Context: an optimization exercise on an open-source flow, tuned for small area. The choices shown serve that exercise and are no tape-out recipe. No functional check of the RTL was part of this run.

[flow/config.mk]
export PLATFORM = sky130hd
export DESIGN_NAME = sw_top
export DESIGN_NICKNAME = sw_top
export VERILOG_FILES = /design/flow/design.v
export SDC_FILE = /design/flow/constraint.sdc
export NUM_CORES = 4
export LEC_CHECK = 0
export CAP_MARGIN = 20
export CORE_MARGIN = 2
export CORE_UTILIZATION = 65
export CTS_BUF_LIST = sky130_fd_sc_hd__clkbuf_4
export CTS_CLUSTER_DIAMETER = 40
export CTS_CLUSTER_SIZE = 10
export SLEW_MARGIN = 20
[flow/design.v]
`timescale 1ns/1ps
module sw_top (
    input  logic          clk,
    input  logic          reset,
    input  logic          valid_i,
    input  logic [1:0]    data_ref_i,
    input  logic [1:0]    data_query_i,
    output logic          finish_o,
    output logic [20:0]   best_o
);
    logic [6:0]  cnt_q;      
    logic [5:0]  row_q;      
    logic [3:0]  col_q;      
    logic        bub_q;      
    logic        fin_q;
    logic        loaded, front, take, run, real_cell, row_end, done;
    assign loaded    = cnt_q[6];
    assign front     = (cnt_q[6:4] == 3'd0);
    assign take      = valid_i & ~loaded;
    assign run       = (cnt_q[6:4] != 3'd0);
    assign real_cell = run & ~bub_q;
    assign row_end   = (col_q == 4'd15);
    assign done      = loaded & (row_q == 6'd0) & (col_q == 4'd0);
    logic [31:0] qry_q;      
    logic [31:0] frt_q;      
    logic [95:0] bck_q;      
    always_ff @(posedge clk) begin
        if ((take & front) | run)
            qry_q <= {qry_q[29:0], run ? qry_q[31:30] : data_query_i};
        if ((take & front) | (real_cell & row_end & ~row_q[4] & ~row_q[5]))
            frt_q <= {frt_q[29:0], data_ref_i};
        if ((take & ~front) | (real_cell & row_end & (row_q[4] | row_q[5])))
            bck_q <= {bck_q[93:0], data_ref_i};
    end
    logic [1:0] qbase, rbase;
    assign qbase = qry_q[31:30];
    assign rbase = (row_q[4] | row_q[5]) ? bck_q[95:94] : frt_q[31:30];
    logic [3:0] ring_q [0:15];
    logic [3:0] ring_in;
    always_ff @(posedge clk) begin
        ring_q[0] <= ring_in;
        for (int k = 1; k < 16; k++) ring_q[k] <= ring_q[k-1];
    end
    logic [5:0] hl_q;        
    logic [2:0] vv_q;        
    logic       g_q;         
    logic [2:0] dd;
    logic       f;
    logic [2:0] u4, l4, m4, d4, dd_new, vv_new;
    logic       zx, f_new, g_new;
    logic [5:0] h_new;
    always_comb begin
        if (row_q == 6'd0) begin
            dd = 3'd2;
            f  = 1'b0;
        end else begin
            dd = ring_q[15][3:1];
            f  = ring_q[15][0];
        end
        u4 = dd + {2'b0, f};         
        l4 = vv_q + {2'b0, g_q};     
        zx = (hl_q + 6'd2) == {3'b0, vv_q};    
        if (rbase == qbase) begin
            m4 = 3'd6;
        end else begin
            m4 = 3'd3;
            if (u4 > m4) m4 = u4;
            if (l4 > m4) m4 = l4;
        end
        d4 = (zx && m4 == 3'd3) ? 3'd4 : m4;    
        f_new  = (u4 == d4);
        g_new  = (l4 == d4);
        dd_new = d4 - vv_q;
        vv_new = d4 - dd;
        h_new  = hl_q + {3'b0, dd_new} - 6'd2;
        ring_in = real_cell ? {dd_new, f_new} : ring_q[15];
    end
    always_ff @(posedge clk) begin
        if (row_end | ~run) begin
            hl_q <= '0;
            vv_q <= 3'd2;
            g_q  <= 1'b0;
        end else begin
            hl_q <= h_new;
            vv_q <= vv_new;
            g_q  <= g_new;
        end
    end
    logic [5:0] bs_q;
    logic [5:0] br_q;
    logic [3:0] bc_q;
    logic       upd;
    assign upd = real_cell & ({h_new, ~col_q} > {bs_q, ~bc_q});
    always_ff @(posedge clk) begin
        if (!run) begin
            bs_q <= '0;
        end else if (upd) begin
            bs_q <= h_new;
            br_q <= row_q;
            bc_q <= col_q;
        end
    end
    logic [17:0] out_q;
    logic        nz;
    assign nz = (bs_q != 6'd0);
    always_ff @(posedge clk or posedge reset) begin
        if (reset) begin
            cnt_q <= '0;
            row_q <= '0;
            col_q <= '0;
            bub_q <= 1'b0;
            fin_q <= 1'b0;
            out_q <= '0;
        end else begin
            fin_q <= done;
            if (done) begin
                cnt_q <= '0;
                out_q <= {bs_q, nz ? ({1'b0, br_q} + 7'd1) : 7'd0,
                                nz ? ({1'b0, bc_q} + 5'd1) : 5'd0};
            end else if (take) begin
                cnt_q <= cnt_q + 7'd1;
            end
            if (run & ~done) begin
                col_q <= col_q + 4'd1;
                if (row_end) begin
                    if (!bub_q) row_q <= row_q + 6'd1;
                    bub_q <= ~loaded & ((bub_q ? row_q[4] : row_q[3:0] == 4'd15));
                end
            end
        end
    end
    assign finish_o = fin_q;
    assign best_o   = {2'b00, out_q[17:12], out_q[11:5], 1'b0, out_q[4:0]};
endmodule
[flow/constraint.sdc]
create_clock -name core_clock -period 11.0 [get_ports {clk}]
set_input_delay 2.2000 -clock core_clock [delete_from_list [all_inputs] [get_ports {clk}]]
set_output_delay 2.2000 -clock core_clock [all_outputs]
set_load 0.01 [all_outputs]
[flow/run.sh]
#!/bin/bash
# synth_recipe.tcl (not shown) runs the flow's synth.tcl, then flattens the netlist and writes it again
# the make line also repeats each setting of config.mk as NAME=value (left out here)
make -C /OpenROAD-flow-scripts/flow DESIGN_CONFIG=/design/flow/config.mk WORK_HOME=/design/flow/orfs CLKGATE_MAP_FILE= SYNTH_SCRIPT=/design/flow/synth_recipe.tcl finish
==> results.txt <==
* Status: finished clean
* Fin crit period at 7.83 ns
* Fin worst setup slack at 3.17 ns
* Slew HR at 46.0%
* Initial antenna violation count at 0
* Sequential fraction of the synthesis area at 76.6%
* Post-synth EDFFs at 170
* Synth Area per Inst at 15.7 sq um
* First-pass iteration count of the detailed router at 5
* Least-Margin Pin Slew at 0.810 ns
* ANT cells at 0
* Unrepaired setup endpoints after global routing: no
* Max Cap Violations at 0
* Crit Reg-Reg Startpoint: row_q[4]$_DFFE_PP0P_
* #FFs+latches synth at 287
* TritonCTS Buffers at 37
* Die Wd at 128 um
* Req. time, crit path at 11.30 ns
* R2R depth at 33
* GP Congestion at 0.868
* CP arrival at 8.13 ns
* Clk sink count at 287
* Initial core utilization at 66.0%
* CTS clk-pin slew, worst paths at 0.11 ns
* Nets at 736
* DP Worst Slack at 3.26 ns
* Share of cells above drive strength 1 at 12.2%
* Hold_buf cts at 0
* Global Route Usage Sum at 19.1%
* # H-tree levels at 2
* Buffers on Ports at 25
* Count of final hold-check violations at 0
* Share of synthesized flip-flops with an asynchronous set or reset at 12.9%
* Worst Clk Skew at 0.0258 ns
* Via Count at 4,984
* Syn Std Cell Area at 0.00996 sq mm
* Leading area contributor after synthesis: edfxtp_1
* Final Cell Area at 0.0110 sq mm
* Remaining global-route overflow at 0
* Setup TNS at 0 ns
* Tcrit/Tclk final at 71.2%
* Final setup violating endpoints at 0
* Post-Syn Instances at 633
* Std cell rows at 45
* Placed Area at 0.0104 sq mm
* Post-route ant nets at 0
* Layout area overhead at 10.1%
* Io pins at 29
* Worst r2r dst: br_q[1]$_DFFE_PP_
* CORE AREA at 0.0151 sq mm
* FF-to-FF setup slack at 3.17 ns
* Max-slew violations at 0
* Critical path peak fanout at 10
* Crit path kind: register to register
* Clock latency (worst-skew pair) at 0.63 ns
* Final WL at 14.6 mm
* CP startpoint kind: register
* Fmax at 128 MHz
* Top post-synthesis cells by area: edfxtp_1 51%, dfxtp_1 16%, dfrtp_1 9.3%
* Ys flop type: edfxtp_1
* Crit path largest cell delay at 0.51 ns
* Clock Tree Buf Depth at 3
* Vias in the first global route at 4,959
* Vias per cell at 5.50
* Worst hold-check path type: register to register
* Detailed Place HPWL at 9.05 mm
* Vert. Die Dim at 128 um
* DR WL/cell at 16.1 um
* Hold worst-path end: ring_q[9][1]$_DFF_P_
* Yosys warning total at 2
* Post-cts sizing count at 0
* Post-CTS Setup Repair Bufs at 0
* Clock root cell: clkbuf_4
* TritonCTS clock tree: yes
* Largest net degree at the start of global routing at 97
* Drt initial violations at 271
* Most frequent CP cell: ha_1
* First-pass GRT wire length at 24.4 mm
* Critical Path End Type: register
* Synth top area share at 51.3%
* Hold Startpoint: ring_q[8][1]$_DFF_P_
* Slowest CP cell: dfrtp_1
* Unique masters post-synth at 61
* Hold Path Stages at 0
* Die area at 0.0163 sq mm
* Drt drc at 0
==> synthesized netlist by cell type (all sizes together) (3+ instances only) <==
master and count:
nand2 42, xor2 9, dfxtp 80, nor2b 4
buf 10, nand2b 4, nor2 36, a21oi 11
ha 35, and3 4, nand4 10, o31ai 10
xnor2 23, nor3 5, a21o 4, or3 4
a211oi 3, o21a 5, inv 35, mux2i 6
clkbuf 4, edfxtp 170, o21ai 22, dfrtp 37
nand3 12, a31oi 4, fa 3, o2111ai 3
and2 9
==> layout by cell type, fill, tap and decap left out, types with 4 or more instances in the layout <==
| cell type | n |
|---|---|
| dfrtp_1 | 37 |
| clkbuf_4 | 57 |
| nand2b_1 | 4 |
| a21o_1 | 4 |
| nor2_1 | 34 |
| edfxtp_1 | 170 |
| clkinv_1 | 4 |
| buf_4 | 5 |
| dfxtp_1 | 80 |
| nand4_1 | 10 |
| xnor2_1 | 23 |
| and2_1 | 9 |
| inv_1 | 35 |
| nand2_1 | 42 |
| o31ai_1 | 9 |
| xor2_1 | 9 |
| nor3_1 | 4 |
| o21ai_0 | 21 |
| clkdlybuf4s50_1 | 25 |
| o21a_1 | 5 |
| ha_1 | 35 |
| a31oi_1 | 4 |
| nand3_1 | 12 |
| nor2b_1 | 4 |
| a21oi_1 | 10 |
| mux2i_1 | 6 |
==> metal layers <==
| metal | GRT usage, % | vias to the layer above | routed length, um | share of wire (%) |
|---|---|---|---|---|
| met5 | 0 | - | 0 | 0 |
| met4 | 7.18 | 0 | 331 | 2.3 |
| met3 | 4.47 | 34 | 682 | 4.7 |
| met2 | 30.2 | 115 | 6760 | 46 |
| met1 | 26.3 | 2425 | 6810 | 47 |
| li1 | - | 2410 | - | - |
==> layout make-up <==
class / count / area, sq um
sequential: 287 / 7630
fill: 977 / 4130
multi-input combinational: 298 / 2130
clock buffer: 57 / 428
timing repair buffer: 31 / 299
tap: 188 / 235
inverter: 36 / 136
clock inverter: 10 / 103
==> critical path: cells and delay by family (launching register included) <==
kind	cells	cell delay, ns
AOI/OAI and AO/OA	8	2.10
DFF	1	0.51
xor gates and xnor gates	3	0.49
and+or+nand+nor	10	1.64
buffers and inverters	4	0.52
adders and majority gates	8	2.25
==> sequential cells by signal, summed over array words and instances, names as in the netlist, 3 cells and up <==
signal and flops:
bs_q 6, cnt_q 7, qry_q 32, col_q 4, out_q 18, bc_q 4, bck_q 96, frt_q 32
ring_q 64, row_q 6, br_q 6, hl_q 6, vv_q 3
==> cells by family after synthesis <==
group | Yosys count | share of synthesized area (%)
simple gates | 140 | 7.04
fa+ha+maj | 38 | 5.00
compound gates | 77 | 5.40
buf+inv | 50 | 2.24
other cells | 1 | 0.0377
flops | 287 | 76.6
xor+xnor | 32 | 2.81
mux | 8 | 0.829
==> how the worst max path moves through the flow <==
stage / startpoint / to / slack [ns] / depth (start not counted)
detailed placement: row_q[4]$_DFFE_PP0P_ / br_q[0]$_DFFE_PP_ / 3.26 / 33
floorplan: cnt_q[4]$_DFFE_PP0P_ / bck_q[0]$_DFFE_PP_ / 2.26 / 4
finish: row_q[4]$_DFFE_PP0P_ / br_q[1]$_DFFE_PP_ / 3.17 / 33
CTS: row_q[4]$_DFFE_PP0P_ / br_q[3]$_DFFE_PP_ / 3.22 / 33
global placement: row_q[4]$_DFFE_PP0P_ / br_q[2]$_DFFE_PP_ / 3.61 / 33
global route: row_q[4]$_DFFE_PP0P_ / br_q[0]$_DFFE_PP_ / 2.48 / 33
==> per-stage QoR <==
step | std cells | hold slack (ns) | utilization [%]
6_report | 907 | 0.327 | 72.7
5_1_grt | 907 | 0.330 | 72.7
4_1_cts | 907 | 0.331 | 72.6
3_5_place_dp | 840 | 0.312 | 69.1
3_3_place_gp | 840 | 0.310 | 69.1
2_1_floorplan | 635 | 0.310 | -

## separate check: timing with driven ports
The results above use ideal ports. As a check the final layout listed here was re-extracted and re-timed, cells and wires unchanged.
Step 1: set_driving_cell puts a clkbuf_16 on clk and a buf_2 on each other input, an assumption about the parent block.
Step 2, shift: input delay + t, output delay - t, t = (earliest + latest rising clock arrival at the registers) / 2. This alone moves slack from input paths to output paths.
Slacks: no drivers / after step 1 / after step 2; pairs: no drivers / after step 1.
t (ns): 0.647
setup WS [ns]: 3.167 / 3.167 / 3.167
worst setup path at the end: register to register
slew at the worst register clock pin (ns): 0.11 / 0.11
cell pins on the clock port's net: 1
After both steps this run still meets setup and hold. The setup slack of this run moves by 0.000 ns with the drivers and by 0.000 ns with both steps.
